This is an optimization exercise on Yosys and OpenROAD, whose aim is small area, a short achievable clock period and few clock cycles per item, not a production implementation. Where RTL was checked, it was by simulation tests only, not by an equivalence proof against the original. Function not checked in runs 1, 2, 5 and 6: the RTL went through the layout flow alone. Power is estimated from default activity; no workload was simulated.

--- flow/flow/run.sh ---
#!/bin/bash
# Standard synthesis, then the standard layout with: port buffers of a fixed small cell type,
# and repair_timing aiming below the clock period (a larger setup slack margin).
set -euo pipefail
bash standard.sh synth > synth.log 2>&1
bash standard.sh SETUP_SLACK_MARGIN=6.6 'BUFFER_PORTS_ARGS=-buffer_cell sky130_fd_sc_hd__buf_2' finish > layout.log 2>&1
--- flow/standard.sh ---
#!/bin/bash
# synth_recipe.tcl (not shown) runs the flow's synth.tcl, then flattens the netlist and writes it again
# the make line also repeats each setting of config.mk as NAME=value (left out here)
make -C /OpenROAD-flow-scripts/flow DESIGN_CONFIG=/design/flow/config.mk WORK_HOME=/design/flow/orfs CLKGATE_MAP_FILE= SYNTH_SCRIPT=/design/flow/synth_recipe.tcl "${@:-finish}"
--- flow/config.mk ---
export PLATFORM = sky130hd
export DESIGN_NAME = mac_stream_seq
export DESIGN_NICKNAME = mac_stream_seq
export VERILOG_FILES = /design/flow/design.v
export SDC_FILE = /design/flow/constraint.sdc
export NUM_CORES = 4
export LEC_CHECK = 0
export CAP_MARGIN = 20
export CORE_MARGIN = 2
export CORE_UTILIZATION = 40
export CTS_BUF_LIST = sky130_fd_sc_hd__clkbuf_4 sky130_fd_sc_hd__clkbuf_8
export SLEW_MARGIN = 20
--- flow/constraint.sdc ---
create_clock -name core_clock -period 10.0 [get_ports {clk}]
set_input_delay 2.0000 -clock core_clock [delete_from_list [all_inputs] [get_ports {clk}]]
set_output_delay 2.0000 -clock core_clock [all_outputs]
set_load 0.01 [all_outputs]
--- flow/design.v ---
module mult (
  input  logic [15:0] a_i,
  input  logic [7:0]  one_i,
  input  logic [7:0]  two_i,
  input  logic [7:0]  neg_i,
  output logic [15:0] s_o,
  output logic [15:0] c_o,
  output logic        c_lo_o
);
  logic [16:0] ax;
  logic [16:0] x0, x1, x2, x3, x4, x5, x6, x7;
  assign ax = {a_i[15], a_i};
  logic [7:0] nx;   
  assign nx = ~{x7[16], x6[16], x5[16], x4[16], x3[16], x2[16], x1[16], x0[16]};
  for (genvar j = 0; j < 17; j++) begin : g_pp0
    assign x0[j] = ((one_i[0] & ax[j]) | (two_i[0] & (j == 0 ? 1'b0 : ax[j == 0 ? 0 : j-1]))) ^ neg_i[0];
  end
  for (genvar j = 0; j < 17; j++) begin : g_pp1
    assign x1[j] = ((one_i[1] & ax[j]) | (two_i[1] & (j == 0 ? 1'b0 : ax[j == 0 ? 0 : j-1]))) ^ neg_i[1];
  end
  for (genvar j = 0; j < 17; j++) begin : g_pp2
    assign x2[j] = ((one_i[2] & ax[j]) | (two_i[2] & (j == 0 ? 1'b0 : ax[j == 0 ? 0 : j-1]))) ^ neg_i[2];
  end
  for (genvar j = 0; j < 17; j++) begin : g_pp3
    assign x3[j] = ((one_i[3] & ax[j]) | (two_i[3] & (j == 0 ? 1'b0 : ax[j == 0 ? 0 : j-1]))) ^ neg_i[3];
  end
  for (genvar j = 0; j < 17; j++) begin : g_pp4
    assign x4[j] = ((one_i[4] & ax[j]) | (two_i[4] & (j == 0 ? 1'b0 : ax[j == 0 ? 0 : j-1]))) ^ neg_i[4];
  end
  for (genvar j = 0; j < 17; j++) begin : g_pp5
    assign x5[j] = ((one_i[5] & ax[j]) | (two_i[5] & (j == 0 ? 1'b0 : ax[j == 0 ? 0 : j-1]))) ^ neg_i[5];
  end
  for (genvar j = 0; j < 17; j++) begin : g_pp6
    assign x6[j] = ((one_i[6] & ax[j]) | (two_i[6] & (j == 0 ? 1'b0 : ax[j == 0 ? 0 : j-1]))) ^ neg_i[6];
  end
  for (genvar j = 0; j < 17; j++) begin : g_pp7
    assign x7[j] = ((one_i[7] & ax[j]) | (two_i[7] & (j == 0 ? 1'b0 : ax[j == 0 ? 0 : j-1]))) ^ neg_i[7];
  end
  logic s1;
  logic k2;
  logic s3;
  logic k4;
  logic s5;
  logic k6;
  logic s7;
  logic k8;
  logic s9;
  logic k10;
  logic s11;
  logic k12;
  logic s13;
  logic k14;
  logic s15;
  logic k16;
  logic s17;
  logic k18;
  logic s19;
  logic k20;
  logic s21;
  logic k22;
  logic s23;
  logic k24;
  logic s25;
  logic k26;
  logic s27;
  logic k28;
  logic s29;
  logic k30;
  logic s31;
  logic k32;
  logic s33;
  logic k34;
  logic s35;
  logic k36;
  logic s37;
  logic k38;
  logic s39;
  logic k40;
  logic s41;
  logic k42;
  logic s43;
  logic k44;
  logic s45;
  logic k46;
  logic s47;
  logic k48;
  logic s49;
  logic k50;
  logic s51;
  logic k52;
  logic s53;
  logic k54;
  logic s55;
  logic k56;
  logic s57;
  logic k58;
  logic s59;
  logic k60;
  logic s61;
  logic k62;
  logic s63;
  logic k64;
  logic s65;
  logic k66;
  logic s67;
  logic k68;
  logic s69;
  logic k70;
  logic s71;
  logic k72;
  logic s73;
  logic k74;
  logic s75;
  logic k76;
  logic s77;
  logic k78;
  logic s79;
  logic k80;
  logic s81;
  logic k82;
  logic s83;
  logic k84;
  logic s85;
  logic k86;
  logic s87;
  logic k88;
  logic s89;
  logic k90;
  logic s91;
  logic k92;
  logic s93;
  logic k94;
  logic s95;
  logic k96;
  logic s97;
  logic k98;
  logic s99;
  logic k100;
  logic s101;
  logic k102;
  logic s103;
  logic k104;
  logic s105;
  logic k106;
  logic s107;
  logic k108;
  logic s109;
  logic k110;
  logic s111;
  logic k112;
  logic s113;
  logic k114;
  logic s115;
  logic k116;
  logic s117;
  logic k118;
  logic s119;
  logic k120;
  logic s121;
  logic k122;
  logic s123;
  logic k124;
  logic s125;
  logic k126;
  logic s127;
  logic k128;
  logic s129;
  logic k130;
  logic s131;
  logic k132;
  logic s133;
  logic k134;
  logic s135;
  logic k136;
  logic s137;
  logic k138;
  logic s139;
  logic k140;
  logic s141;
  logic k142;
  logic s143;
  logic k144;
  logic s145;
  logic k146;
  logic s147;
  logic k148;
  logic s149;
  logic k150;
  logic s151;
  logic k152;
  logic s153;
  logic k154;
  logic s155;
  logic k156;
  logic s157;
  logic k158;
  logic s159;
  logic k160;
  logic s161;
  logic k162;
  logic s163;
  logic k164;
  logic s165;
  logic k166;
  logic s167;
  logic k168;
  logic s169;
  logic k170;
  logic s171;
  logic k172;
  logic s173;
  logic k174;
  logic s175;
  logic k176;
  logic s177;
  logic k178;
  logic s179;
  logic k180;
  logic s181;
  logic k182;
  logic s183;
  logic k184;
  logic s185;
  logic k186;
  logic s187;
  logic k188;
  logic s189;
  logic k190;
  logic s191;
  logic k192;
  logic s193;
  logic k194;
  logic s195;
  logic k196;
  logic s197;
  logic k198;
  logic s199;
  logic k200;
  logic s201;
  logic k202;
  assign {k2, s1} = x0[10] + x1[8];
  assign {k4, s3} = x0[11] + x1[9];
  assign {k6, s5} = x0[12] + x1[10] + x2[8];
  assign {k8, s7} = x3[6] + x4[4];
  assign {k10, s9} = x0[13] + x1[11] + x2[9];
  assign {k12, s11} = x3[7] + x4[5];
  assign {k14, s13} = x0[14] + x1[12] + x2[10];
  assign {k16, s15} = x3[8] + x4[6] + x5[4];
  assign {k18, s17} = x6[2] + x7[0];
  assign {k20, s19} = x0[15] + x1[13] + x2[11];
  assign {k22, s21} = x3[9] + x4[7] + x5[5];
  assign {k24, s23} = x6[3] + x7[1];
  assign {k26, s25} = x0[16] + x1[14] + x2[12];
  assign {k28, s27} = x3[10] + x4[8] + x5[6];
  assign {k30, s29} = x6[4] + x7[2];
  assign {k32, s31} = x0[16] + x1[15] + x2[13];
  assign {k34, s33} = x3[11] + x4[9] + x5[7];
  assign {k36, s35} = x6[5] + x7[3];
  assign {k38, s37} = nx[0] + nx[1] + x2[14];
  assign {k40, s39} = x3[12] + x4[10] + x5[8];
  assign {k42, s41} = x6[6] + x7[4];
  assign {k44, s43} = 1'b1 + x2[15] + x3[13];
  assign {k46, s45} = x4[11] + x5[9] + x6[7];
  assign {k48, s47} = nx[2] + x3[14] + x4[12];
  assign {k50, s49} = 1'b1 + x3[15];
  assign {k52, s51} = x0[6] + x1[4];
  assign {k54, s53} = x0[7] + x1[5];
  assign {k56, s55} = x0[8] + x1[6] + x2[4];
  assign {k58, s57} = x3[2] + x4[0];
  assign {k60, s59} = x0[9] + x1[7] + x2[5];
  assign {k62, s61} = x3[3] + x4[1];
  assign {k64, s63} = s1 + x2[6] + x3[4];
  assign {k66, s65} = x4[2] + x5[0] + neg_i[5];
  assign {k68, s67} = k2 + s3 + x2[7];
  assign {k70, s69} = x3[5] + x4[3] + x5[1];
  assign {k72, s71} = k4 + s5 + s7;
  assign {k74, s73} = x5[2] + x6[0] + neg_i[6];
  assign {k76, s75} = k6 + k8 + s9;
  assign {k78, s77} = s11 + x5[3] + x6[1];
  assign {k80, s79} = k10 + k12 + s13;
  assign {k82, s81} = s15 + s17 + neg_i[7];
  assign {k84, s83} = k14 + k16 + k18;
  assign {k86, s85} = s19 + s21 + s23;
  assign {k88, s87} = k20 + k22 + k24;
  assign {k90, s89} = s25 + s27 + s29;
  assign {k92, s91} = k26 + k28 + k30;
  assign {k94, s93} = s31 + s33 + s35;
  assign {k96, s95} = k32 + k34 + k36;
  assign {k98, s97} = s37 + s39 + s41;
  assign {k100, s99} = k38 + k40 + k42;
  assign {k102, s101} = s43 + s45 + x7[5];
  assign {k104, s103} = k44 + k46 + s47;
  assign {k106, s105} = x5[10] + x6[8] + x7[6];
  assign {k108, s107} = k48 + s49 + x4[13];
  assign {k110, s109} = x5[11] + x6[9] + x7[7];
  assign {k112, s111} = k50 + nx[3] + x4[14];
  assign {k114, s113} = x5[12] + x6[10] + x7[8];
  assign {k116, s115} = 1'b1 + x4[15] + x5[13];
  assign {k118, s117} = x6[11] + x7[9];
  assign {k120, s119} = x0[4] + x1[2];
  assign {k122, s121} = x0[5] + x1[3];
  assign {k124, s123} = s51 + x2[2] + x3[0];
  assign {k126, s125} = k52 + s53 + x2[3];
  assign {k128, s127} = k54 + s55 + s57;
  assign {k130, s129} = k56 + k58 + s59;
  assign {k132, s131} = k60 + k62 + s63;
  assign {k134, s133} = k64 + k66 + s67;
  assign {k136, s135} = k68 + k70 + s71;
  assign {k138, s137} = k72 + k74 + s75;
  assign {k140, s139} = k76 + k78 + s79;
  assign {k142, s141} = k80 + k82 + s83;
  assign {k144, s143} = k84 + k86 + s87;
  assign {k146, s145} = k88 + k90 + s91;
  assign {k148, s147} = k92 + k94 + s95;
  assign {k150, s149} = k96 + k98 + s99;
  assign {k152, s151} = k100 + k102 + s103;
  assign {k154, s153} = k104 + k106 + s107;
  assign {k156, s155} = k108 + k110 + s111;
  assign {k158, s157} = k112 + k114 + s115;
  assign {k160, s159} = x0[2] + x1[0];
  assign {k162, s161} = x0[3] + x1[1];
  assign {k164, s163} = s119 + x2[0] + neg_i[2];
  assign {k166, s165} = k120 + s121 + x2[1];
  assign {k168, s167} = k122 + s123 + neg_i[3];
  assign {k170, s169} = k124 + s125 + x3[1];
  assign {k172, s171} = k126 + s127 + neg_i[4];
  assign {k174, s173} = k128 + s129 + s61;
  assign {k176, s175} = k130 + s131 + s65;
  assign {k178, s177} = k132 + s133 + s69;
  assign {k180, s179} = k134 + s135 + s73;
  assign {k182, s181} = k136 + s137 + s77;
  assign {k184, s183} = k138 + s139 + s81;
  assign {k186, s185} = k140 + s141 + s85;
  assign {k188, s187} = k142 + s143 + s89;
  assign {k190, s189} = k144 + s145 + s93;
  assign {k192, s191} = k146 + s147 + s97;
  assign {k194, s193} = k148 + s149 + s101;
  assign {k196, s195} = k150 + s151 + s105;
  assign {k198, s197} = k152 + s153 + s109;
  assign {k200, s199} = k154 + s155 + s113;
  assign {k202, s201} = k156 + s157 + s117;
  logic [8:0] lo_sum;
  assign lo_sum = {1'b0, k168, k166, k164, k162, k160, s159, x0[1], x0[0]} + {1'b0, s169, s167, s165, s163, s161, neg_i[1], 1'b0, neg_i[0]};
  assign c_lo_o = lo_sum[8];
  assign s_o = {k200, k198, k196, k194, k192, k190, k188, k186, k184, k182, k180, k178, k176, k174, k172, k170};
  assign c_o = {s201, s199, s197, s195, s193, s191, s189, s187, s185, s183, s181, s179, s177, s175, s173, s171};
endmodule
module mac_stream_seq (
  input  logic        clk,
  input  logic        rst,
  input  logic        in_valid,
  output logic        in_ready,
  input  logic [15:0] in_data,
  input  logic [15:0] in_weight,
  input  logic [15:0] bias,
  output logic        out_valid,
  input  logic        out_ready,
  output logic [15:0] out_res
);
  localparam int LEN   = 48;
  localparam int ACC_W = 22;
  logic [5:0]         cnt_q;
  logic               rdy_q;
  logic               arm_q;             
  logic               pnd1_q, pnd2_q;    
  logic               v0_q, f0_q, l0_q;
  logic [15:0]        a0_q, b_q;
  logic [7:0]         one0_q, two0_q, neg0_q;
  logic               v1_q, f1_q, l1_q;
  logic [15:0]        s1_q, c1_q;
  logic               cl1_q;
  logic [15:0]        s_d, c_d;
  logic               cl_d;
  logic               f2_q, l2_q;
  logic [15:0]        p2_q;
  logic [ACC_W-1:0]   acc_q;
  logic               done_q;
  logic               ov_q;
  logic [15:0]        res_q;
  logic        accept, first_in, last_in, inc, dec, out_load, pnd2_d;
  logic [15:0] prod;
  logic [15:0] sat_res;
  logic [16:0] wx;
  logic [7:0]  one_d, two_d, neg_d;
  assign first_in = (cnt_q == 6'd0);
  assign last_in  = (cnt_q == 6'(LEN - 1));
  assign accept   = in_valid && rdy_q;
  assign inc      = accept && last_in;
  assign dec      = ov_q && out_ready;
  assign out_load = done_q && !ov_q;
  assign pnd2_d   = !dec && (pnd2_q || (pnd1_q && inc));
  assign wx = {in_weight, 1'b0};
  always_comb begin
    for (int i = 0; i < 8; i++) begin
      one_d[i] = wx[2*i+1] ^ wx[2*i];
      two_d[i] = (wx[2*i+2] & ~wx[2*i+1] & ~wx[2*i]) | (~wx[2*i+2] & wx[2*i+1] & wx[2*i]);
      neg_d[i] = wx[2*i+2];
    end
  end
  mult u_mult (
    .a_i    (a0_q),
    .one_i  (one0_q),
    .two_i  (two0_q),
    .neg_i  (neg0_q),
    .s_o    (s_d),
    .c_o    (c_d),
    .c_lo_o (cl_d)
  );
  assign prod = s1_q + c1_q + {15'd0, cl1_q};
  always_comb begin
    if (acc_q[ACC_W-1:15] != {(ACC_W-15){acc_q[ACC_W-1]}})
      sat_res = acc_q[ACC_W-1] ? 16'h8000 : 16'h7FFF;
    else
      sat_res = acc_q[15:0];
  end
  always_ff @(posedge clk) begin
    a0_q   <= in_data;
    one0_q <= one_d;
    two0_q <= two_d;
    neg0_q <= neg_d;
    if (arm_q) b_q <= bias;
    s1_q   <= s_d;
    c1_q   <= c_d;
    cl1_q  <= cl_d;
    p2_q   <= v1_q ? prod : 16'd0;
    acc_q  <= (f2_q ? {{(ACC_W-16){b_q[15]}}, b_q} : acc_q) + {{(ACC_W-16){p2_q[15]}}, p2_q};
    if (out_load) res_q <= sat_res;
  end
  always_ff @(posedge clk) begin
    if (rst) begin
      cnt_q  <= '0;
      rdy_q  <= 1'b1;
      arm_q  <= 1'b1;
      pnd1_q <= 1'b0;
      pnd2_q <= 1'b0;
      v0_q   <= 1'b0;
      f0_q   <= 1'b0;
      l0_q   <= 1'b0;
      v1_q   <= 1'b0;
      f1_q   <= 1'b0;
      l1_q   <= 1'b0;
      f2_q   <= 1'b0;
      l2_q   <= 1'b0;
      done_q <= 1'b0;
      ov_q   <= 1'b0;
    end else begin
      if (accept) cnt_q <= last_in ? 6'd0 : cnt_q + 6'd1;
      pnd2_q <= pnd2_d;
      pnd1_q <= (pnd1_q && (inc == dec)) || (pnd2_q && dec) || (!pnd1_q && !pnd2_q && inc);
      rdy_q  <= !pnd2_d;
      arm_q  <= !pnd2_d && (accept ? last_in : first_in);
      v0_q   <= accept;
      f0_q   <= accept && first_in;
      l0_q   <= inc;
      v1_q   <= v0_q;
      f1_q   <= f0_q;
      l1_q   <= l0_q;
      f2_q   <= f1_q;
      l2_q   <= l1_q;
      done_q <= l2_q || (done_q && !out_load);
      ov_q   <= out_load || (ov_q && !out_ready);
    end
  end
  assign in_ready  = rdy_q;
  assign out_valid = ov_q;
  assign out_res   = res_q;
endmodule
==> impl_metrics.yaml, run 1 <==
run_status:
  status: "complete, no violations"
placement:
  post-place-ws_ns: 6.44
  gp_congestion: 0.862
  dp_hpwl_mm: 17.1
  io_buffers: 69
clock_tree:
  cts_max_path_buffers: 2
  path_clk_slew_ns: 0.10
  clock_sinks: 163
  cts_hold_buf: 0
  clk_latency_ns: 0.46
  numCtsBuffers: 17
  cts_tree: "yes"
  clockRootBuffer: "clkbuf_8"
  h-tree-depth: 4
routing:
  wl_per_cell_um: 15.6
  num_vias: 7637
  via_per_inst: 5.22
  wirelength_mm: 22.8
  antenna_left: 0
  drt_pass1_iterations: 6
  drtIter0Drc: 542
  drc: 0
flow_run:
  drv_cap: 0
worst_setup_path:
  cp.required_ns: 10.33
  ff2ff_setup_slack_ns: 6.80
  startpoint_type: "register"
  end_kind: "register"
  crit_fanout: 14
  reg2reg_from: "one0_q[5]$_DFF_P_"
  reg2reg_to: "c1_q[9]$_DFF_P_"
  worstSetupPathType: "reg -> reg"
  crit_path_start: "one0_q[5]$_DFF_P_"
  cp.arrival_ns: 3.53
  reg2regPathDepth: 7
  critical_path.endpoint: "c1_q[9]$_DFF_P_"
final_layout:
  nets: 1299
  layout_common_cells: "107 x a22oi_1, 104 x dfxtp_1, 100 x inv_1"
  diodes: 0
  area_growth_pct: 9.05
  mostFrequentLayoutCell: "a22oi_1"
  layout-drive-gt1-share_pct: 14.4
sta:
  drv_slew: 0
  max_slew_margin_pct: 45.0
  tightest_slew_ns: 0.825
  fin_crit_ns: 3.20
  rsz0062_at_grt: "false"
  setup_viol: 0
  clock.fmax_ghz: 0.312
  fin_skew_ns: 0.0251
  fin_crit_sh_pct: 32.0
  final-hold-violation-count: 0
  tns_ns: 0
  layout_setup_ws_ns: 6.80
floorplanning:
  die-width_um: 169
  start_util_pct: 40.5
  core_sq_mm: 0.0268
  die_area_sq_mm: 0.0285
  io_pins: 70
  die_y_um: 169
  fp-row-count: 60
logic_synthesis:
  synth_edf_count: 32
  ys_seq_elements: 163
  syn_area_sq_mm: 0.0109
  synth.avg_cell_area_sq_um: 9.96
  yosysSeqAreaShare_pct: 33.0
  synth_fp_nets: 1282
  syn_inst: 1091
  synth_warnings: 1
  yosysUniqueCellTypes: 62
  synth_ff_type: "dfxtp_1"
  async_flop_share_pct: 0
power:
  power.density_mw_per_mm2: 260
  p_leak_nw: 5.01
  worst_ir_drop_vdd_v: 0.0000971
global_route:
  grt_max_degree: 24
  grt_pass1_wl_mm: 38.7
  grt_pass1_vias: 7794
  grt_usage_pct: 16.9
  antenna_found_initial: 0
  gr-total-overflow: 0
min_path:
  hold_class: "reg -> reg"
-- cells in the mapped netlist, drive strengths merged (4+ instances only) --
| cell | instances | share of area, % |
|---|---|---|
| nor3 | 10 | 0.46 |
| edfxtp | 32 | 8.8 |
| inv | 101 | 3.5 |
| nand3b | 9 | 0.62 |
| mux2i | 9 | 0.83 |
| xnor2 | 80 | 6.4 |
| xor2 | 78 | 6.3 |
| mux2 | 16 | 1.7 |
| nor2b | 10 | 0.58 |
| o21a | 4 | 0.28 |
| nor2 | 53 | 1.8 |
| nand2 | 37 | 1.3 |
| nand2b | 14 | 0.81 |
| and4 | 6 | 0.51 |
| a21o | 11 | 0.76 |
| a21oi | 54 | 2.5 |
| a211oi | 6 | 0.41 |
| o211ai | 6 | 0.41 |
| dfxtp | 131 | 24 |
| o21ai | 31 | 1.4 |
| nand3 | 12 | 0.60 |
| buf | 12 | 0.56 |
| and3 | 5 | 0.38 |
| ha | 61 | 7.0 |
| clkbuf | 63 | 2.2 |
| o21bai | 7 | 0.48 |
| fa | 78 | 14 |
| a22oi | 107 | 7.4 |
| and2 | 8 | 0.48 |
-- worst min path at each step --
stage / start / end / slack, ns / cells past startpoint
after floorplan: l2_q$_SDFF_PP0_ / done_q$_SDFF_PP0_ / 0.41 / 2
after global placement: l1_q$_SDFF_PP0_ / l2_q$_SDFF_PP0_ / 0.42 / 1
after detailed placement: l0_q$_SDFF_PP0_ / l1_q$_SDFF_PP0_ / 0.42 / 1
after CTS: f0_q$_SDFF_PP0_ / f1_q$_SDFF_PP0_ / 0.44 / 1
after global routing: f0_q$_SDFF_PP0_ / f1_q$_SDFF_PP0_ / 0.46 / 1
final: f0_q$_SDFF_PP0_ / f1_q$_SDFF_PP0_ / 0.44 / 1
-- power breakdown --
group	internal, mW	switching (mW)	total, mW
sequential	0.847	0.119	0.966
clock	0.260	0.274	0.534
combinational	0.725	0.855	1.58
-- area by class of cell --
type / instances / area [sq um]
Clock buffer: 18 / 241
Timing Repair Buffer: 73 / 375
Tap cell: 341 / 427
Fill cell: 2551 / 15000
Sequential cell: 163 / 3620
Clock inverter: 14 / 193
Inverter: 101 / 383
Multi-Input combinational cell: 752 / 6610
-- worst max-delay path, cell delays in order, from the launching register on --
cell and delay [ns]:
dfxtp_1 0.71, a22oi_1 0.20, xor2_1 0.20, fa_1 0.45
inv_1 0.08, fa_1 0.45, fa_1 0.58, fa_1 0.41
-- registers in the layout, summed over array words and instances, names as in the netlist, 6 cells and up --
| signal | count |
|---|---|
| neg0_q | 8 |
| two0_q | 8 |
| b_q | 16 |
| res_q | 16 |
| cnt_q | 6 |
| p2_q | 16 |
| one0_q | 8 |
| s1_q | 16 |
| a0_q | 16 |
| c1_q | 16 |
| acc_q | 22 |
-- kinds of logic (layout without fill, tap and decap cells) --
| family | Yosys count | count (layout) | share of synthesized area, % |
|---|---|---|---|
| buffers and inverters | 176 | 206 | 6.23 |
| AND/OR/NAND/NOR | 179 | 179 | 8.49 |
| multiplexers | 25 | 25 | 2.49 |
| flip-flops | 163 | 163 | 33.0 |
| XOR/XNOR | 158 | 158 | 12.7 |
| adder cells (fa/ha/maj) | 139 | 139 | 21.4 |
| AO/OA/AOI/OAI | 251 | 251 | 15.7 |
-- metal layers --
| layer | vias up | share of wire [%] | global-route usage, % |
|---|---|---|---|
| li1 | 3753 | - | - |
| met1 | 3650 | 46 | 21.8 |
| met2 | 213 | 48 | 28.7 |
| met3 | 21 | 4.6 | 3.09 |
| met4 | 0 | 1.4 | 5.17 |
| met5 | - | 0 | 0 |
-- through the flow --
| stage | cells | util (%) | power (mW) | instance area [sq um] | hold slack, ns |
|---|---|---|---|---|---|
| after floorplan | 1091 | - | 2.21 | 10900 | 0.413 |
| after global placement | 1427 | 42.3 | 2.53 | 11300 | 0.420 |
| after detailed placement | 1427 | 42.3 | 2.57 | 11300 | 0.422 |
| after CTS | 1462 | 44.1 | 3.12 | 11800 | 0.443 |
| after global routing | 1462 | 44.2 | 3.42 | 11800 | 0.456 |
| final | 1462 | 44.2 | 3.08 | 11800 | 0.435 |
-- timing repair --
action                                  4_1_cts  5_1_grt
resized for setup                             7       22
endpoints found under the setup margin        8       29
setup buffers                                 3        0
endpoints found under the hold margin         0        0
==> run 2, diff against run 1 <==
--- a/flow/flow/run.sh
+++ b/flow/flow/run.sh
@@ -5,2 +5,2 @@
 bash standard.sh synth > synth.log 2>&1
-bash standard.sh SETUP_SLACK_MARGIN=6.6 'BUFFER_PORTS_ARGS=-buffer_cell sky130_fd_sc_hd__buf_2' finish > layout.log 2>&1
+bash standard.sh SETUP_SLACK_MARGIN=7.3 'BUFFER_PORTS_ARGS=-buffer_cell sky130_fd_sc_hd__buf_2' finish > layout.log 2>&1
==> impl_metrics.yaml, run 2 <==
run_status:
  status: "complete, no violations"
logic_synthesis:
  synth.avg_cell_area_sq_um: 9.96
  synth_common_cells: "131 x dfxtp_1, 107 x a22oi_1, 101 x inv_1, 80 x xnor2_1"
  yosysTopAreaCell: "dfxtp_1"
  async_flop_share_pct: 0
  synth_top_cell_area_share_pct: 24.1
  synth_warnings: 1
  ys_seq_elements: 163
  syn_inst: 1091
  yosysSeqAreaShare_pct: 33.0
  yosysUniqueCellTypes: 62
  yosysMostFrequentCell: "dfxtp_1"
  synth_edf_count: 32
  syn_area_sq_mm: 0.0109
  synth_ff_type: "dfxtp_1"
  synth_fp_nets: 1282
  synthTopCellsByArea: "dfxtp_1 24%, fa_1 14%, edfxtp_1 8.8%"
final_layout:
  area_growth_pct: 22.9
  regMostFlops: "acc_q"
  nets: 1388
  mostFrequentLayoutCell: "dfxtp_1"
  final_cells: 1551
  layout-drive-gt1-share_pct: 34.0
  diodes: 0
  fillers: 2367
  largest_register_ffs: 22
  layout_common_cells: "90 x dfxtp_1, 80 x inv_1, 76 x xnor2_1"
worst_setup_path:
  cp.required_ns: 10.38
  reg2reg_to: "c1_q[6]$_DFF_P_"
  cp.arrival_ns: 3.47
  end_kind: "register"
  ff2ff_setup_slack_ns: 6.91
  reg2regPathDepth: 10
  worstSetupPathType: "reg -> reg"
  reg2reg_from: "one0_q[1]$_DFF_P_"
  crit_fanout: 4
  startpoint_type: "register"
power:
  power.density_mw_per_mm2: 242
  p_leak_nw: 5.49
  seqPwrFrac_pct: 29.7
  p_int_mw: 1.89
  worst_ir_drop_vdd_v: 0.0000945
  p_switching_mw: 1.34
  p_sw_share_pct: 41.6
  clockPowerShare_pct: 15.8
  pwr-share-comb_pct: 54.5
clock_tree:
  cts_tree: "yes"
  path_clk_slew_ns: 0.10
  cts_max_path_buffers: 2
  h-tree-depth: 4
  numCtsBuffers: 17
  clk_latency_ns: 0.49
  clockRootBuffer: "clkbuf_8"
  clock_sinks: 163
sta:
  fin_skew_ns: 0.0207
  setup_viol: 0
  fin_crit_ns: 3.09
  rsz0062_at_grt: "true"
  tns_ns: 0
  drv_slew: 0
  tightest_slew_ns: 0.748
  max_slew_margin_pct: 50.1
  final-hold-violation-count: 0
  clock.fmax_ghz: 0.324
  fin_crit_sh_pct: 30.9
routing:
  drc: 0
  num_vias: 8267
  wl_met2_mm: 12.5
  route.layer.met1.wl_mm: 11.0
  via_per_inst: 5.33
  wl_per_cell_um: 16.5
  drt_pass1_iterations: 5
  wirelength_mm: 25.7
  drtIter0Drc: 518
  antenna_left: 0
  route.met3.wl_mm: 1.47
  top_layer_used: "met4"
global_route:
  grt_max_degree: 19
  gr-total-overflow: 0
  grt_usage_pct: 18.3
  antenna_found_initial: 0
  grt_pass1_vias: 8335
  grt_pass1_wl_mm: 41.6
placement:
  gp_congestion: 0.848
  dp_hpwl_mm: 17.0
  io_buffers: 69
  dpl.cell_count: 1427
flow_run:
  drv_cap: 0
floorplanning:
  die_y_um: 169
  io_pins: 70
  start_util_pct: 40.5
  die-width_um: 169
  core_sq_mm: 0.0268
  fp-row-count: 60
  die_area_sq_mm: 0.0285
min_path:
  min_to: "f2_q$_SDFF_PP0_"
  min-delay-start: "f1_q$_SDFF_PP0_"
  hold_depth: 1
  hold_class: "reg -> reg"
==> run 2: cells by family after synthesis <==
kind of cell | after synthesis | synth area share [%]
muxes | 25 | 2.49
xor gates and xnor gates | 158 | 12.7
AOI/OAI and AO/OA | 251 | 15.7
DFF | 163 | 33.0
buffers and inverters | 176 | 6.23
adders and majority gates | 139 | 21.4
and+or+nand+nor | 179 | 8.49
==> run 2: what timing repair did <==
action	CTS	global route
pin swaps	67	40
hold endpoints to repair	0	0
buffers inserted	76	16
endpoints found under the setup margin	65	57
hold buffers	0	0
gates resized for setup	180	53
==> run 2: worst max-delay path by stage <==
stage | depth (start not counted) | slack, ns | start | to
after global placement | 8 | 6.56 | neg0_q[1]$_DFF_P_ | c1_q[5]$_DFF_P_
after CTS | 1 | 6.95 | res_q[11]$_DFFE_PP_ | out_res[11]
final | 10 | 6.91 | one0_q[1]$_DFF_P_ | c1_q[6]$_DFF_P_
after detailed placement | 8 | 6.54 | neg0_q[1]$_DFF_P_ | c1_q[5]$_DFF_P_
after global routing | 10 | 6.80 | one0_q[1]$_DFF_P_ | c1_q[6]$_DFF_P_
after floorplan | 11 | 7.01 | one0_q[1]$_DFF_P_ | c1_q[5]$_DFF_P_
==> run 2: metrics by stage <==
step / total power [mW] / setup WS [ns] / utilization [%] / cell area, sq um / hold WS [ns]
after floorplan: 2.25 / 7.01 / - / 11300 / 0.413
after global placement: 2.55 / 6.56 / 42.9 / 11500 / 0.418
after detailed placement: 2.58 / 6.54 / 42.9 / 11500 / 0.428
after CTS: 3.19 / 6.95 / 48.5 / 13000 / 0.441
after global routing: 3.56 / 6.80 / 49.8 / 13400 / 0.452
final: 3.23 / 6.91 / 49.8 / 13400 / 0.432
==> run 2: critical path: stages, from the launching register on <==
cell,delay [ns]
dfxtp_4,0.39
buf_6,0.12
a22oi_2,0.18
xor2_1,0.23
fa_2,0.47
inv_2,0.07
fa_2,0.43
fa_2,0.52
inv_1,0.05
fa_1,0.47
inv_1,0.03
==> run 2: power by group through the flow <==
| stage | registers [mW] | logic (mW) | clock network, mW |
|---|---|---|---|
| after floorplan | 0.910 | 1.34 | 0 |
| after global placement | 0.980 | 1.57 | 0 |
| after detailed placement | 0.982 | 1.60 | 0 |
| after CTS | 0.956 | 1.71 | 0.527 |
| after global routing | 0.975 | 2.03 | 0.554 |
| final | 0.959 | 1.76 | 0.510 |
==> run 2: area by class of cell <==
type                            count  area, sq um  share of cell area [%]
Multi-Input combinational cell    752         7200                    53.9
Sequential cell                   163         3720                    27.9
Timing Repair Buffer              162         1210                    9.05
Tap cell                          341          427                    3.19
Inverter                          101          383                    2.87
Clock buffer                       17          234                    1.75
Clock inverter                     15          184                    1.38
==> run 2: layer usage <==
metal | global-route usage, % | up-vias
met2 | 31.1 | 306
met3 | 3.27 | 61
li1 | - | 3931
met5 | 0 | -
met4 | 6.90 | 0
met1 | 23.2 | 3969
==> run 3, diff against run 2 <==
--- a/flow/design.v
+++ b/flow/design.v
@@ -364,7 +364,7 @@
   logic               arm_q;             
-  logic               pnd1_q, pnd2_q;    
-  logic               v0_q, f0_q, l0_q;
+  logic               owe_q;             
+  logic               f0_q, l0_q;
   logic [15:0]        a0_q, b_q;
   logic [7:0]         one0_q, two0_q, neg0_q;
-  logic               v1_q, f1_q, l1_q;
+  logic               f1_q, l1_q;
   logic [15:0]        s1_q, c1_q;
@@ -376,6 +376,6 @@
   logic [ACC_W-1:0]   acc_q;
-  logic               done_q;
+  logic               l3_q;
   logic               ov_q;
   logic [15:0]        res_q;
-  logic        accept, first_in, last_in, inc, dec, out_load, pnd2_d;
+  logic        accept, first_in, last_in, inc, owe_d, last_d;
   logic [15:0] prod;
@@ -388,5 +388,4 @@
   assign inc      = accept && last_in;
-  assign dec      = ov_q && out_ready;
-  assign out_load = done_q && !ov_q;
-  assign pnd2_d   = !dec && (pnd2_q || (pnd1_q && inc));
+  assign owe_d    = inc || (owe_q && !(ov_q && out_ready));
+  assign last_d   = accept ? (cnt_q == 6'(LEN - 2)) : last_in;
   assign wx = {in_weight, 1'b0};
@@ -416,3 +415,3 @@
   always_ff @(posedge clk) begin
-    a0_q   <= in_data;
+    a0_q   <= accept ? in_data : 16'd0;    
     one0_q <= one_d;
@@ -424,5 +423,5 @@
     cl1_q  <= cl_d;
-    p2_q   <= v1_q ? prod : 16'd0;
+    p2_q   <= prod;
     acc_q  <= (f2_q ? {{(ACC_W-16){b_q[15]}}, b_q} : acc_q) + {{(ACC_W-16){p2_q[15]}}, p2_q};
-    if (out_load) res_q <= sat_res;
+    if (l3_q) res_q <= sat_res;
   end
@@ -430,33 +429,27 @@
     if (rst) begin
-      cnt_q  <= '0;
-      rdy_q  <= 1'b1;
-      arm_q  <= 1'b1;
-      pnd1_q <= 1'b0;
-      pnd2_q <= 1'b0;
-      v0_q   <= 1'b0;
-      f0_q   <= 1'b0;
-      l0_q   <= 1'b0;
-      v1_q   <= 1'b0;
-      f1_q   <= 1'b0;
-      l1_q   <= 1'b0;
-      f2_q   <= 1'b0;
-      l2_q   <= 1'b0;
-      done_q <= 1'b0;
-      ov_q   <= 1'b0;
+      cnt_q <= '0;
+      rdy_q <= 1'b1;
+      arm_q <= 1'b1;
+      owe_q <= 1'b0;
+      f0_q  <= 1'b0;
+      l0_q  <= 1'b0;
+      f1_q  <= 1'b0;
+      l1_q  <= 1'b0;
+      f2_q  <= 1'b0;
+      l2_q  <= 1'b0;
+      l3_q  <= 1'b0;
+      ov_q  <= 1'b0;
     end else begin
       if (accept) cnt_q <= last_in ? 6'd0 : cnt_q + 6'd1;
-      pnd2_q <= pnd2_d;
-      pnd1_q <= (pnd1_q && (inc == dec)) || (pnd2_q && dec) || (!pnd1_q && !pnd2_q && inc);
-      rdy_q  <= !pnd2_d;
-      arm_q  <= !pnd2_d && (accept ? last_in : first_in);
-      v0_q   <= accept;
-      f0_q   <= accept && first_in;
-      l0_q   <= inc;
-      v1_q   <= v0_q;
-      f1_q   <= f0_q;
-      l1_q   <= l0_q;
-      f2_q   <= f1_q;
-      l2_q   <= l1_q;
-      done_q <= l2_q || (done_q && !out_load);
-      ov_q   <= out_load || (ov_q && !out_ready);
+      owe_q <= owe_d;
+      rdy_q <= !(owe_d && last_d);
+      arm_q <= accept ? last_in : first_in;
+      f0_q  <= accept && first_in;
+      l0_q  <= inc;
+      f1_q  <= f0_q;
+      l1_q  <= l0_q;
+      f2_q  <= f1_q;
+      l2_q  <= l1_q;
+      l3_q  <= l2_q;
+      ov_q  <= l3_q || (ov_q && !out_ready);
     end
--- a/flow/flow/run.sh
+++ b/flow/flow/run.sh
@@ -5,2 +5,2 @@
 bash standard.sh synth > synth.log 2>&1
-bash standard.sh SETUP_SLACK_MARGIN=7.3 'BUFFER_PORTS_ARGS=-buffer_cell sky130_fd_sc_hd__buf_2' finish > layout.log 2>&1
+bash standard.sh SETUP_SLACK_MARGIN=7.0 'BUFFER_PORTS_ARGS=-buffer_cell sky130_fd_sc_hd__buf_2' finish > layout.log 2>&1
==> impl_metrics.yaml, run 3 <==
run_status:
  status: "complete, no violations"
final_layout:
  area_growth_pct: 15.8
  nets: 1283
  largest_register_ffs: 22
  regMostFlops: "acc_q"
  layout-drive-gt1-share_pct: 24.5
  mostFrequentLayoutCell: "inv_1"
  final_cells: 1439
  diodes: 0
  layout_common_cells: "97 x inv_1, 90 x dfxtp_1, 86 x xnor2_1"
flow_run:
  drv_cap: 0
logic_synthesis:
  yosysUniqueCellTypes: 56
  synth_common_cells: "128 x dfxtp_1, 107 x a22oi_1, 103 x inv_1, 87 x xnor2_1, 81 x xor2_1"
  syn_inst: 1023
  yosysTopAreaCell: "dfxtp_1"
  ys_seq_elements: 160
  synth_warnings: 1
  yosysMostFrequentCell: "dfxtp_1"
  syn_area_sq_mm: 0.0105
  synth.avg_cell_area_sq_um: 10.3
  yosysSeqAreaShare_pct: 33.5
  synth_edf_count: 32
  synth_fp_nets: 1215
  synth_top_cell_area_share_pct: 24.3
  synthTopCellsByArea: "dfxtp_1 24%, fa_1 15%, edfxtp_1 9.1%"
  synth_ff_type: "dfxtp_1"
  async_flop_share_pct: 0
worst_setup_path:
  path_delay_family: "flip-flops"
  cp_num_buf_inv: 2
  worstSetupPathType: "reg -> out"
  crit_fanout: 2
  cp_slowest_stage_delay_ns: 0.33
  path_depth: 2
  startpoint_type: "register"
  reg2reg_from: "two0_q[1]$_DFF_P_"
  critical_path.endpoint: "in_ready"
  reg2regPathDepth: 8
  critPathMostFrequentCell: "buf_6"
  cp.required_ns: 8.00
  cp.arrival_ns: 1.03
  cp_slowest_cell: "dfxtp_2"
  ff2ff_setup_slack_ns: 7.00
  crit_path_start: "rdy_q$_SDFF_PP1_"
  reg2reg_to: "c1_q[9]$_DFF_P_"
  end_kind: "primary output"
  crit_chain: "buf_6 > buf_6"
power:
  worst_ir_drop_vdd_v: 0.000107
  power_mw: 3.35
  p_leak_nw: 5.02
  power.density_mw_per_mm2: 275
global_route:
  grt_max_degree: 25
  grt_pass1_vias: 7434
  gr-total-overflow: 0
  grt_pass1_wl_mm: 39.2
  grt_usage_pct: 17.6
  antenna_found_initial: 0
clock_tree:
  numCtsBuffers: 17
  cts_hold_buf: 0
  cts_max_path_buffers: 2
  clk_latency_ns: 0.47
  cts_tree: "yes"
  clockRootBuffer: "clkbuf_8"
  clock_sinks: 160
  path_clk_slew_ns: 0.11
  h-tree-depth: 4
sta:
  max_slew_margin_pct: 47.4
  fin_crit_ns: 3.03
  fin_crit_sh_pct: 30.3
  fin_skew_ns: 0.0165
  tns_ns: 0
  final-hold-violation-count: 0
  drv_slew: 0
  clock.fmax_ghz: 0.330
  rsz0062_at_grt: "true"
  setup_viol: 0
  tightest_slew_ns: 0.788
floorplanning:
  core_sq_mm: 0.0260
  die_y_um: 166
  start_util_pct: 40.5
  fp-row-count: 59
  die_area_sq_mm: 0.0276
  die-width_um: 166
  io_pins: 70
placement:
  io_buffers: 69
  dp_hpwl_mm: 16.8
  dpl.cell_count: 1361
  gp_congestion: 0.883
routing:
  via_per_inst: 5.14
  drc: 0
  antenna_left: 0
  drtIter0Drc: 462
  wirelength_mm: 24.0
  num_vias: 7394
  drt_pass1_iterations: 7
  wl_per_cell_um: 16.7
min_path:
  hold_class: "reg -> reg"
run 3: what timing repair did:
action                                 in CTS  in global routing
setup endpoints to repair                  49                 42
buffers inserted                           32                 14
pin swaps                                   7                 31
gates cloned                                0                  0
endpoints found under the hold margin       0                  0
gates resized for setup                    67                 50
run 3: through the flow:
step | utilization (%) | setup slack, ns | hold slack (ns) | area [sq um]
floorplan | - | 6.95 | 0.414 | 10800
global placement | 42.7 | 6.53 | 0.418 | 11100
detailed placement | 42.7 | 6.50 | 0.425 | 11100
CTS | 45.7 | 6.92 | 0.437 | 11900
global route | 46.9 | 6.90 | 0.451 | 12200
finish | 46.9 | 6.97 | 0.434 | 12200
run 3: area by class of cell:
| cell class | count | area (sq um) |
|---|---|---|
| fill | 2434 | 13800 |
| multi-input combinational | 690 | 6570 |
| sequential | 160 | 3650 |
| timing repair buffer | 119 | 758 |
| tap | 335 | 419 |
| inverter | 103 | 390 |
| clock buffer | 17 | 234 |
| clock inverter | 15 | 163 |
run 3: logic make-up after synthesis:
group / count (synthesis) / synth area share [%]
adders and majority gates: 140 / 22.2
muxes: 18 / 1.88
AOI/OAI and AO/OA: 235 / 15.8
and+or+nand+nor: 129 / 6.40
buffers and inverters: 173 / 6.27
DFF: 160 / 33.5
xor gates and xnor gates: 168 / 14.0
run 3: metal layers:
layer  GRT usage, %  up-vias  wire [um]
met5              0        -          0
met3           3.53       30       1170
met4           4.31        0        335
met2           29.6      218      11600
met1           23.3     3543      11000
li1               -     3603          -
run 3: worst min-delay path by stage:
stage | startpoint | endpoint | slack, ns | cells past startpoint
2_1_floorplan | f0_q$_SDFF_PP0_ | f1_q$_SDFF_PP0_ | 0.41 | 1
3_3_place_gp | l0_q$_SDFF_PP0_ | l1_q$_SDFF_PP0_ | 0.42 | 1
3_5_place_dp | f1_q$_SDFF_PP0_ | f2_q$_SDFF_PP0_ | 0.43 | 1
4_1_cts | f1_q$_SDFF_PP0_ | f2_q$_SDFF_PP0_ | 0.44 | 1
5_1_grt | f1_q$_SDFF_PP0_ | f2_q$_SDFF_PP0_ | 0.45 | 1
6_report | f1_q$_SDFF_PP0_ | f2_q$_SDFF_PP0_ | 0.43 | 1
run 3: where the power goes:
part | internal [mW] | switching, mW
Clock | 0.190 | 0.295
Combinational | 0.840 | 1.02
Sequential | 0.881 | 0.117
Total | 1.91 | 1.44
Testbench counts of run 3, summed over its fixed seeds: cycles 15,400, items 320.
==> run 4, diff against run 3 <==
--- a/flow/flow/run.sh
+++ b/flow/flow/run.sh
@@ -5,2 +5,2 @@
 bash standard.sh synth > synth.log 2>&1
-bash standard.sh SETUP_SLACK_MARGIN=7.0 'BUFFER_PORTS_ARGS=-buffer_cell sky130_fd_sc_hd__buf_2' finish > layout.log 2>&1
+bash standard.sh SETUP_SLACK_MARGIN=6.8 'BUFFER_PORTS_ARGS=-buffer_cell sky130_fd_sc_hd__buf_2' finish > layout.log 2>&1
==> impl_metrics.yaml, run 4 <==
power:
  worst_ir_drop_vdd_v: 0.000101
  seqPwrFrac_pct: 31.2
  p_sw_share_pct: 41.8
  power.density_mw_per_mm2: 278
  pwr-share-comb_pct: 53.5
  p_int_mw: 1.88
  p_leak_nw: 4.81
  p_switching_mw: 1.35
  clockPowerShare_pct: 15.3
logic_synthesis:
  synth_top_family_by_area: "adder cells"
  synth-compound-area-share_pct: 15.8
  synth_top_cell_area_share_pct: 24.3
  yosysTopAreaCell: "dfxtp_1"
  synth_edf_count: 32
  ys_seq_elements: 160
  synthAdderAreaFrac_pct: 22.2
  syn_inst: 1023
  yosysSeqAreaShare_pct: 33.5
  yosysMostFrequentCell: "dfxtp_1"
  synth_xor_area_share_pct: 14.0
  synth_warnings: 1
  synthTopCellsByArea: "dfxtp_1 24%, fa_1 15%, edfxtp_1 9.1%"
  muxShareOfSynthArea_pct: 1.88
  syn_area_sq_mm: 0.0105
  synth_fp_nets: 1215
  async_flop_share_pct: 0
  synth.avg_cell_area_sq_um: 10.3
  yosysUniqueCellTypes: 56
  yosys.area_share.simple_pct: 6.40
  synth_ff_type: "dfxtp_1"
  synth_common_cells: "128 x dfxtp_1, 107 x a22oi_1, 103 x inv_1, 87 x xnor2_1, 81 x xor2_1"
global_route:
  antenna_found_initial: 0
  grt_pass1_vias: 7314
  grt_use_met3_pct: 3.27
  grtUsageMet2_pct: 26.6
  gr-total-overflow: 0
  gr-max-usage-layer: "met2"
  grt_usage_pct: 16.4
  grt_pass1_wl_mm: 37.1
  grt_max_degree: 25
  use_met1_pct: 22.5
clock_tree:
  clockRootBuffer: "clkbuf_8"
  path_clk_slew_ns: 0.10
  cts_tree: "yes"
  cts_max_path_buffers: 2
  cts_hold_buf: 0
  clk_latency_ns: 0.48
  clock_sinks: 160
  numCtsBuffers: 17
  h-tree-depth: 4
min_path:
  hold_class: "reg -> reg"
  hold_depth: 1
sta:
  tightest_slew_ns: 0.870
  fin_crit_sh_pct: 31.1
  max_slew_margin_pct: 41.9
  final-hold-violation-count: 0
  fin_crit_ns: 3.11
  tns_ns: 0
  drv_slew: 0
  rsz0062_at_grt: "false"
  setup_viol: 0
  fin_skew_ns: 0.0204
  clock.fmax_ghz: 0.322
worst_setup_path:
  crit_chain: "buf_6 > buf_2"
  cp_num_buf_inv: 2
  cp_slowest_cell: "dfxtp_1"
  reg2regPathDepth: 7
  path_delay_family: "flip-flops"
  startpoint_type: "register"
  worstSetupPathType: "reg -> out"
  end_kind: "primary output"
  cp.arrival_ns: 1.11
  path_depth: 2
  crit_fanout: 10
  cp.required_ns: 8.00
  cp_slowest_stage_delay_ns: 0.34
floorplanning:
  die_area_sq_mm: 0.0276
  io_pins: 70
  start_util_pct: 40.5
  fp-row-count: 59
  core_sq_mm: 0.0260
  die_y_um: 166
  die-width_um: 166
routing:
  antenna_left: 0
  drt_pass1_iterations: 5
  wirelength_mm: 21.7
  wl_per_cell_um: 15.5
  num_vias: 7170
  drtIter0Drc: 520
  via_per_inst: 5.11
  drc: 0
final_layout:
  layout_common_cells: "103 x a22oi_1, 102 x inv_1, 93 x dfxtp_1"
  largest_register_ffs: 22
  layout-drive-gt1-share_pct: 17.2
  nets: 1246
  regMostFlops: "acc_q"
  mostFrequentLayoutCell: "a22oi_1"
  fillers: 2469
  diodes: 0
  area_growth_pct: 10.8
  stdcell_area_sq_mm: 0.0117
run_status:
  status: "complete, no violations"
placement:
  placed_area_sq_mm: 0.0110
  dp_hpwl_mm: 16.1
  gp_congestion: 0.892
  io_buffers: 69
flow_run:
  drv_cap: 0
==> run 4: logic make-up after synthesis <==
kind of cell    after synthesis
compound gates              235
xor+xnor                    168
fa+ha+maj                   140
buf+inv                     173
flops                       160
mux                          18
simple gates                129
==> run 4: area by class of cell <==
class / instances / area (sq um) / area share (%)
Clock buffer: 17 / 234 / 2.01
Clock inverter: 15 / 181 / 1.56
Tap cell: 335 / 419 / 3.59
Timing Repair Buffer: 82 / 444 / 3.81
Inverter: 103 / 390 / 3.35
Multi-Input combinational cell: 690 / 6370 / 54.7
Sequential cell: 160 / 3620 / 31.0
==> run 4: path summary, 6_finish.rpt <==
check	to	from	slack [ns]
worst max register to register	c1_q[12]$_DFF_P_	two0_q[3]$_DFF_P_	6.92
worst max-delay path	in_ready	rdy_q$_SDFF_PP1_	6.89
worst min-delay path	l1_q$_SDFF_PP0_	l0_q$_SDFF_PP0_	0.45
worst min register to register	l1_q$_SDFF_PP0_	l0_q$_SDFF_PP0_	0.45
==> run 4: repair_timing <==
action / in CTS / in global routing
resized for setup: 28 / 35
endpoints found under the setup margin: 28 / 22
pin swaps: 0 / 0
buffers inserted: 2 / 9
==> run 4: worst reg2reg max path, delay by kind of cell (launching register included) <==
family | cells | cell delay, ns
buf+inv | 1 | 0.06
compound gates | 1 | 0.15
flops | 1 | 0.57
xor+xnor | 1 | 0.19
fa+ha+maj | 4 | 1.98
==> run 4: power groups by stage <==
stage                     sequential, mW  clock (mW)  combinational, mW
final                               1.01       0.496               1.73
after global routing                1.03       0.538               2.02
after CTS                           1.01       0.511               1.76
after detailed placement            1.03           0               1.75
after global placement              1.03           0               1.71
after floorplan                    0.952           0               1.45
==> run 4: per-layer routing <==
layer,vias up,share of wire [%]
li1,3535,-
met1,3436,48
met2,176,46
met3,23,4.3
met4,0,1.6
met5,-,0
==> run 4: metrics by stage <==
step / setup slack [ns] / hold WS, ns / util, % / instances / power [mW]
floorplan: 6.79 / 0.414 / - / 1023 / 2.40
CTS: 6.79 / 0.450 / 44.3 / 1393 / 3.28
global route: 6.80 / 0.472 / 44.9 / 1402 / 3.58
finish: 6.89 / 0.447 / 44.9 / 1402 / 3.24
detailed placement: 6.51 / 0.425 / 42.5 / 1359 / 2.77
global placement: 6.58 / 0.421 / 42.5 / 1359 / 2.73
==> run 5, diff against run 4 <==
--- a/flow/design.v
+++ b/flow/design.v
@@ -373,6 +373,4 @@
   logic               cl_d;
-  logic               f2_q, l2_q;
-  logic [15:0]        p2_q;
   logic [ACC_W-1:0]   acc_q;
-  logic               l3_q;
+  logic               l2_q;
   logic               ov_q;
@@ -380,3 +378,6 @@
   logic        accept, first_in, last_in, inc, owe_d, last_d;
-  logic [15:0] prod;
+  logic [ACC_W-1:0] base;
+  logic [17:0] lo_sum;
+  logic [16:0] pr_sum;
+  logic [5:0]  hi_sum;
   logic [15:0] sat_res;
@@ -407,3 +408,6 @@
   );
-  assign prod = s1_q + c1_q + {15'd0, cl1_q};
+  assign base   = f1_q ? {{(ACC_W-16){b_q[15]}}, b_q} : acc_q;
+  assign lo_sum = {2'b00, base[15:0]} + {2'b00, s1_q} + {2'b00, c1_q} + {17'd0, cl1_q};
+  assign pr_sum = {1'b0, s1_q} + {1'b0, c1_q} + {16'd0, cl1_q};
+  assign hi_sum = base[ACC_W-1:16] + {4'd0, lo_sum[17:16]} - {5'd0, pr_sum[16]} - {5'd0, pr_sum[15]};
   always_comb begin
@@ -423,5 +427,4 @@
     cl1_q  <= cl_d;
-    p2_q   <= prod;
-    acc_q  <= (f2_q ? {{(ACC_W-16){b_q[15]}}, b_q} : acc_q) + {{(ACC_W-16){p2_q[15]}}, p2_q};
-    if (l3_q) res_q <= sat_res;
+    acc_q  <= {hi_sum, lo_sum[15:0]};
+    if (l2_q) res_q <= sat_res;
   end
@@ -437,5 +440,3 @@
       l1_q  <= 1'b0;
-      f2_q  <= 1'b0;
       l2_q  <= 1'b0;
-      l3_q  <= 1'b0;
       ov_q  <= 1'b0;
@@ -450,6 +451,4 @@
       l1_q  <= l0_q;
-      f2_q  <= f1_q;
       l2_q  <= l1_q;
-      l3_q  <= l2_q;
-      ov_q  <= l3_q || (ov_q && !out_ready);
+      ov_q  <= l2_q || (ov_q && !out_ready);
     end
==> impl_metrics.yaml, run 5 <==
run_status:
  status: "complete, no violations"
logic_synthesis:
  async_flop_share_pct: 0
  syn_area_sq_mm: 0.0103
  yosysUniqueCellTypes: 55
  synth_edf_count: 32
  yosysMostFrequentCell: "dfxtp_1"
  yosysTopAreaCell: "dfxtp_1"
  ys_seq_elements: 142
  yosysSeqAreaShare_pct: 30.6
  synth.avg_cell_area_sq_um: 10.4
  syn_inst: 994
  synth_top_cell_area_share_pct: 21.3
  synth_ff_type: "dfxtp_1"
  synthTopCellsByArea: "dfxtp_1 21%, fa_1 18%, edfxtp_1 9.3%"
  synth_common_cells: "110 x dfxtp_1, 107 x a22oi_1, 103 x inv_1, 95 x fa_1"
  synth_warnings: 1
  synth_fp_nets: 1206
sta:
  hold_ws_ns: 0.448
  final-hold-violation-count: 0
  fin_crit_ns: 4.16
  layout_setup_ws_ns: 5.84
  tightest_slew_ns: 0.742
  clock.fmax_ghz: 0.240
  fin_crit_sh_pct: 41.6
  fin_skew_ns: 0.0362
  drv_slew: 0
  rsz0062_at_grt: "true"
  tns_ns: 0
  max_slew_margin_pct: 50.5
  setup_viol: 0
worst_setup_path:
  reg2regPathDepth: 16
  end_kind: "register"
  path_depth: 16
  cp.arrival_ns: 4.56
  path_delay_family: "adder cells"
  cp.required_ns: 10.40
  startpoint_type: "register"
  crit_fanout: 12
  cp_slowest_stage_delay_ns: 0.50
  cp_slowest_cell: "fa_1"
  worstSetupPathType: "reg -> reg"
  crit_chain: "buf_4 > mux2_2 > fa_1 > ha_2 > nand3_1 > nor3_1 > a211o_1 > a31oi_4 > xnor2_2 > fa_2 > ha_4 > fa_2 > a21oi_1 > nor2_1 > nor2_1 > xnor2_1"
  cp_num_buf_inv: 1
  ff2ff_setup_slack_ns: 5.84
global_route:
  grt_max_degree: 20
  antenna_found_initial: 0
  grt_pass1_wl_mm: 36.7
  grt_usage_pct: 17.1
  gr-total-overflow: 0
  grt_pass1_vias: 7204
floorplanning:
  start_util_pct: 40.9
  die-width_um: 165
  io_pins: 70
  core_sq_mm: 0.0253
  fp-row-count: 58
  die_y_um: 165
  die_area_sq_mm: 0.0272
placement:
  placed_area_sq_mm: 0.0108
  dp_hpwl_mm: 16.3
  gp_congestion: 0.868
  dpl.cell_count: 1322
  post-place-ws_ns: 5.04
  io_buffers: 69
power:
  power_mw: 4.49
  clockPowerShare_pct: 10.7
  p_leak_nw: 4.89
  power.density_mw_per_mm2: 380
  seqPwrFrac_pct: 21.3
  worst_ir_drop_vdd_v: 0.000183
  pwr-share-comb_pct: 68.0
  p_switching_mw: 2.00
  p_int_mw: 2.48
  p_sw_share_pct: 44.7
final_layout:
  regMostFlops: "acc_q"
  fillers: 2344
  final_cells: 1394
  layout_common_cells: "101 x a22oi_1, 101 x inv_1, 92 x fa_1"
  diodes: 0
  seq_area_sq_mm: 0.00327
  final_util_pct: 46.7
  nets: 1263
  stdcell_area_sq_mm: 0.0118
  layout-drive-gt1-share_pct: 21.4
  area_growth_pct: 14.0
  largest_register_ffs: 22
  multi_input_comb_area_sq_mm: 0.00664
clock_tree:
  path_clk_slew_ns: 0.10
  numCtsBuffers: 17
  clockRootBuffer: "clkbuf_8"
  cts_max_path_buffers: 2
  h-tree-depth: 4
  clk_latency_ns: 0.48
  cts_tree: "yes"
  clock_sinks: 142
flow_run:
  drv_cap: 0
routing:
  drc: 0
  wirelength_mm: 22.5
  drtIter0Drc: 408
  antenna_left: 0
  via_per_inst: 5.20
  wl_per_cell_um: 16.2
  num_vias: 7244
  drt_pass1_iterations: 5
min_path:
  hold_depth: 1
  hold_class: "reg -> reg"
## run 5: cell types whose count changed after synthesis, sizes merged, moves of 9 or more
cell and change:
dfxtp -18, fa +17, nor2b -9, o21ai -9, xnor2 -12
## run 5: power groups by stage
| stage | sequential [mW] | combinational [mW] | clock (mW) |
|---|---|---|---|
| 3_3_place_gp | 0.980 | 2.55 | 0 |
| 5_1_grt | 0.980 | 3.46 | 0.518 |
| 3_5_place_dp | 0.976 | 2.66 | 0 |
| 4_1_cts | 0.963 | 2.84 | 0.492 |
| 6_report | 0.957 | 3.05 | 0.480 |
| 2_1_floorplan | 0.883 | 2.14 | 0 |
## run 5: worst paths after layout
| path | from | to |
|---|---|---|
| min reg2reg | f0_q$_SDFF_PP0_ | f1_q$_SDFF_PP0_ |
| max | f1_q$_SDFF_PP0_ | acc_q[20]$_DFF_P_ |
| min | f0_q$_SDFF_PP0_ | f1_q$_SDFF_PP0_ |
| max reg2reg | f1_q$_SDFF_PP0_ | acc_q[20]$_DFF_P_ |
## run 5: cells by family (layout without fill, tap and decap cells)
| family | count (synthesis) | in the layout | share of synthesized area (%) |
|---|---|---|---|
| multiplexers | 22 | 22 | 2.30 |
| adder cells (fa/ha/maj) | 160 | 160 | 26.3 |
| AO/OA/AOI/OAI | 220 | 220 | 15.1 |
| buffers and inverters | 175 | 245 | 6.53 |
| AND/OR/NAND/NOR | 125 | 125 | 6.52 |
| XOR/XNOR | 150 | 150 | 12.7 |
| flip-flops | 142 | 142 | 30.6 |
## run 5: layer usage
metal  vias to the layer above  track usage (%)  part of all wire [%]
li1                       3501                -                     -
met1                      3519             23.7                    47
met2                       207             28.1                    46
met3                        17             3.01                   5.3
met4                         0             3.83                   1.0
met5                         -                0                     0
## run 5: final cells by class
cell class	count	share of cell area [%]
Multi-Input combinational cell	677	56.4
Timing Repair Buffer	110	5.69
Inverter	103	3.31
Clock buffer	17	1.98
Tap cell	330	3.50
Clock inverter	15	1.43
Sequential cell	142	27.7
## run 5: what timing repair did
item                                    in CTS  in global routing
buffers inserted                            10                 30
endpoints found under the hold margin        0                  0
pin swaps                                    8                  7
endpoints found under the setup margin      38                 22
gates resized for setup                     51                 37
hold buffers                                 0                  0
==> run 6, diff against run 5 <==
--- a/flow/flow/run.sh
+++ b/flow/flow/run.sh
@@ -5,2 +5,2 @@
 bash standard.sh synth > synth.log 2>&1
-bash standard.sh SETUP_SLACK_MARGIN=6.8 'BUFFER_PORTS_ARGS=-buffer_cell sky130_fd_sc_hd__buf_2' finish > layout.log 2>&1
+bash standard.sh SETUP_SLACK_MARGIN=7.0 'BUFFER_PORTS_ARGS=-buffer_cell sky130_fd_sc_hd__buf_2' finish > layout.log 2>&1
==> impl_metrics.yaml, run 6 <==
logic_synthesis:
  synth_warnings: 1
  yosysTopAreaCell: "dfxtp_1"
  synth_top_cell_area_share_pct: 21.3
  synth_common_cells: "110 x dfxtp_1, 107 x a22oi_1, 103 x inv_1, 95 x fa_1"
  synth_ff_type: "dfxtp_1"
  syn_area_sq_mm: 0.0103
  synth_edf_count: 32
  yosysSeqAreaShare_pct: 30.6
  async_flop_share_pct: 0
  syn_inst: 994
  ys_seq_elements: 142
  synth.avg_cell_area_sq_um: 10.4
  yosysMostFrequentCell: "dfxtp_1"
  yosysUniqueCellTypes: 55
  synth_fp_nets: 1206
  synthTopCellsByArea: "dfxtp_1 21%, fa_1 18%, edfxtp_1 9.3%"
power:
  power.density_mw_per_mm2: 365
  p_leak_nw: 5.09
  worst_ir_drop_vdd_v: 0.000222
floorplanning:
  die-width_um: 165
  io_pins: 70
  core_sq_mm: 0.0253
  fp-row-count: 58
  die_area_sq_mm: 0.0272
  die_y_um: 165
  start_util_pct: 40.9
routing:
  wirelength_mm: 23.0
  drt_pass1_iterations: 6
  antenna_left: 0
  wl_per_cell_um: 16.2
  via_per_inst: 5.14
  drtIter0Drc: 406
  drc: 0
  num_vias: 7312
min_path:
  hold_class: "reg -> reg"
  hold_depth: 1
sta:
  max_slew_margin_pct: 50.5
  final-hold-violation-count: 0
  layout_setup_ws_ns: 5.82
  rsz0062_at_grt: "true"
  fin_crit_ns: 4.18
  fin_skew_ns: 0.0283
  tightest_slew_ns: 0.742
  clock.fmax_ghz: 0.239
  hold_ws_ns: 0.443
  drv_slew: 0
  fin_crit_sh_pct: 41.8
  setup_viol: 0
  tns_ns: 0
global_route:
  gr-total-overflow: 0
  grt_usage_pct: 17.5
  grt_pass1_vias: 7271
  grt_max_degree: 19
  antenna_found_initial: 0
  grt_pass1_wl_mm: 37.4
final_layout:
  diodes: 0
  area_growth_pct: 19.5
  layout-drive-gt1-share_pct: 28.2
  stdcell_area_sq_mm: 0.0124
  mostFrequentLayoutCell: "inv_1"
  layout_common_cells: "94 x inv_1, 81 x a22oi_1, 78 x fa_1"
  final_util_pct: 48.9
  largest_register_ffs: 22
  regMostFlops: "acc_q"
  fillers: 2313
  nets: 1292
clock_tree:
  clockRootBuffer: "clkbuf_8"
  path_clk_slew_ns: 0.09
  clock_sinks: 142
  cts_max_path_buffers: 2
  h-tree-depth: 4
  numCtsBuffers: 17
  clk_latency_ns: 0.47
  cts_tree: "yes"
  cts_hold_buf: 0
worst_setup_path:
  cp_slowest_cell: "fa_2"
  cp.required_ns: 10.35
  critPathMostFrequentCell: "fa_2"
  crit_chain: "mux2_4 > fa_1 > ha_2 > fa_2 > a21o_1 > a221oi_4 > a21oi_4 > a31oi_4 > xnor2_2 > fa_2 > ha_4 > fa_2 > buf_4 > buf_4 > xor2_1"
  cp.arrival_ns: 4.54
  path_depth: 15
  cp_slowest_stage_delay_ns: 0.48
  crit_fanout: 8
  end_kind: "register"
  reg2regPathDepth: 15
  path_delay_family: "adder cells"
  startpoint_type: "register"
  worstSetupPathType: "reg -> reg"
  cp_num_buf_inv: 2
run_status:
  status: "complete, no violations"
placement:
  placed_area_sq_mm: 0.0109
  post-place-ws_ns: 5.08
  io_buffers: 69
  dp_hpwl_mm: 16.3
  gp_congestion: 0.874
flow_run:
  drv_cap: 0
## run 6: area by class of cell
class / count / area [sq um] / share of cell area (%)
timing repair buffer: 139 / 987 / 7.99
clock inverter: 14 / 196 / 1.59
multi-input combinational: 677 / 6830 / 55.3
tap: 330 / 413 / 3.34
inverter: 103 / 390 / 3.16
sequential: 142 / 3290 / 26.6
clock buffer: 18 / 248 / 2.01
## run 6: through the flow
| stage | instances | total power, mW |
|---|---|---|
| after global routing | 1423 | 4.98 |
| after CTS | 1393 | 4.29 |
| after global placement | 1322 | 3.52 |
| final | 1423 | 4.51 |
| after floorplan | 994 | 3.04 |
| after detailed placement | 1322 | 3.60 |
## run 6: power breakdown
part,switching (mW),leakage (nW),total [mW],internal [mW]
registers,0.155,1.24,0.947,0.792
clock network,0.258,0.218,0.521,0.264
logic,1.57,3.63,3.04,1.47
total,1.98,5.09,4.51,2.53
## run 6: timing repair
action / CTS / global route
pin swaps: 11 / 37
setup endpoints to repair: 49 / 50
resized for setup: 68 / 79
setup buffers: 39 / 30
## run 6: cell families after synthesis
family	count (synthesis)	share of synthesized area [%]
and+or+nand+nor	125	6.52
adders and majority gates	160	26.3
muxes	22	2.30
buffers and inverters	175	6.53
AOI/OAI and AO/OA	220	15.1
xor gates and xnor gates	150	12.7
DFF	142	30.6
## run 6: final timing paths
| kind | start | to | slack (ns) |
|---|---|---|---|
| worst max-delay path | f1_q$_SDFF_PP0_ | acc_q[18]$_DFF_P_ | 5.82 |
| worst min-delay path | l1_q$_SDFF_PP0_ | l2_q$_SDFF_PP0_ | 0.44 |
| worst max register to register | f1_q$_SDFF_PP0_ | acc_q[18]$_DFF_P_ | 5.82 |
| worst min register to register | l1_q$_SDFF_PP0_ | l2_q$_SDFF_PP0_ | 0.44 |
## run 6: per-layer routing
metal | wire length (um) | GRT usage, % | vias to the layer above
li1 | - | - | 3561
met1 | 10900 | 24.2 | 3523
met2 | 10600 | 28.1 | 205
met3 | 1120 | 3.21 | 23
met4 | 334 | 4.98 | 0
met5 | 0 | 0 | -

-- afterwards: timing with drivers on the ports --
The results above use ideal ports. As a check the final layouts listed here were re-extracted and re-timed, cells and wires unchanged.
Step 1 sets driving cells, clkbuf_16 on the clock port and buf_2 on the other inputs (assumed; they add their load-dependent delay and slew).
Step 2, shift: input delay + t, output delay - t, t = (earliest + latest rising clock arrival at the registers) / 2. This alone moves slack from input paths to output paths.
Three values: no drivers, after step 1, after step 2; two values: the first two.
| run | t (ns) | slack for setup (ns) | worst hold slack (ns) | worst setup path at the end | pins driven straight from the clock port |
|---|---|---|---|---|---|
| run 1 | 0.492 | 6.798 / 6.798 / 6.464 | 0.435 / 0.435 / 0.435 | input to register | 1 |
| run 2 | 0.526 | 6.915 / 6.915 / 6.915 | 0.432 / 0.432 / 0.432 | register to register | 1 |
| run 3 | 0.501 | 6.971 / 6.930 / 6.658 | 0.434 / 0.434 / 0.434 | input to register | 1 |
| run 4 | 0.514 | 6.895 / 6.850 / 6.562 | 0.447 / 0.447 / 0.447 | input to register | 1 |
| run 5 | 0.497 | 5.839 / 5.839 / 5.839 | 0.448 / 0.448 / 0.448 | register to register | 1 |
| run 6 | 0.500 | 5.815 / 5.815 / 5.815 | 0.443 / 0.443 / 0.443 | register to register | 1 |
After both steps setup and hold are still met in every run listed. For run 1, which loses most, drivers alone change the setup slack by 0.000 ns; drivers and shift together by -0.334 ns.
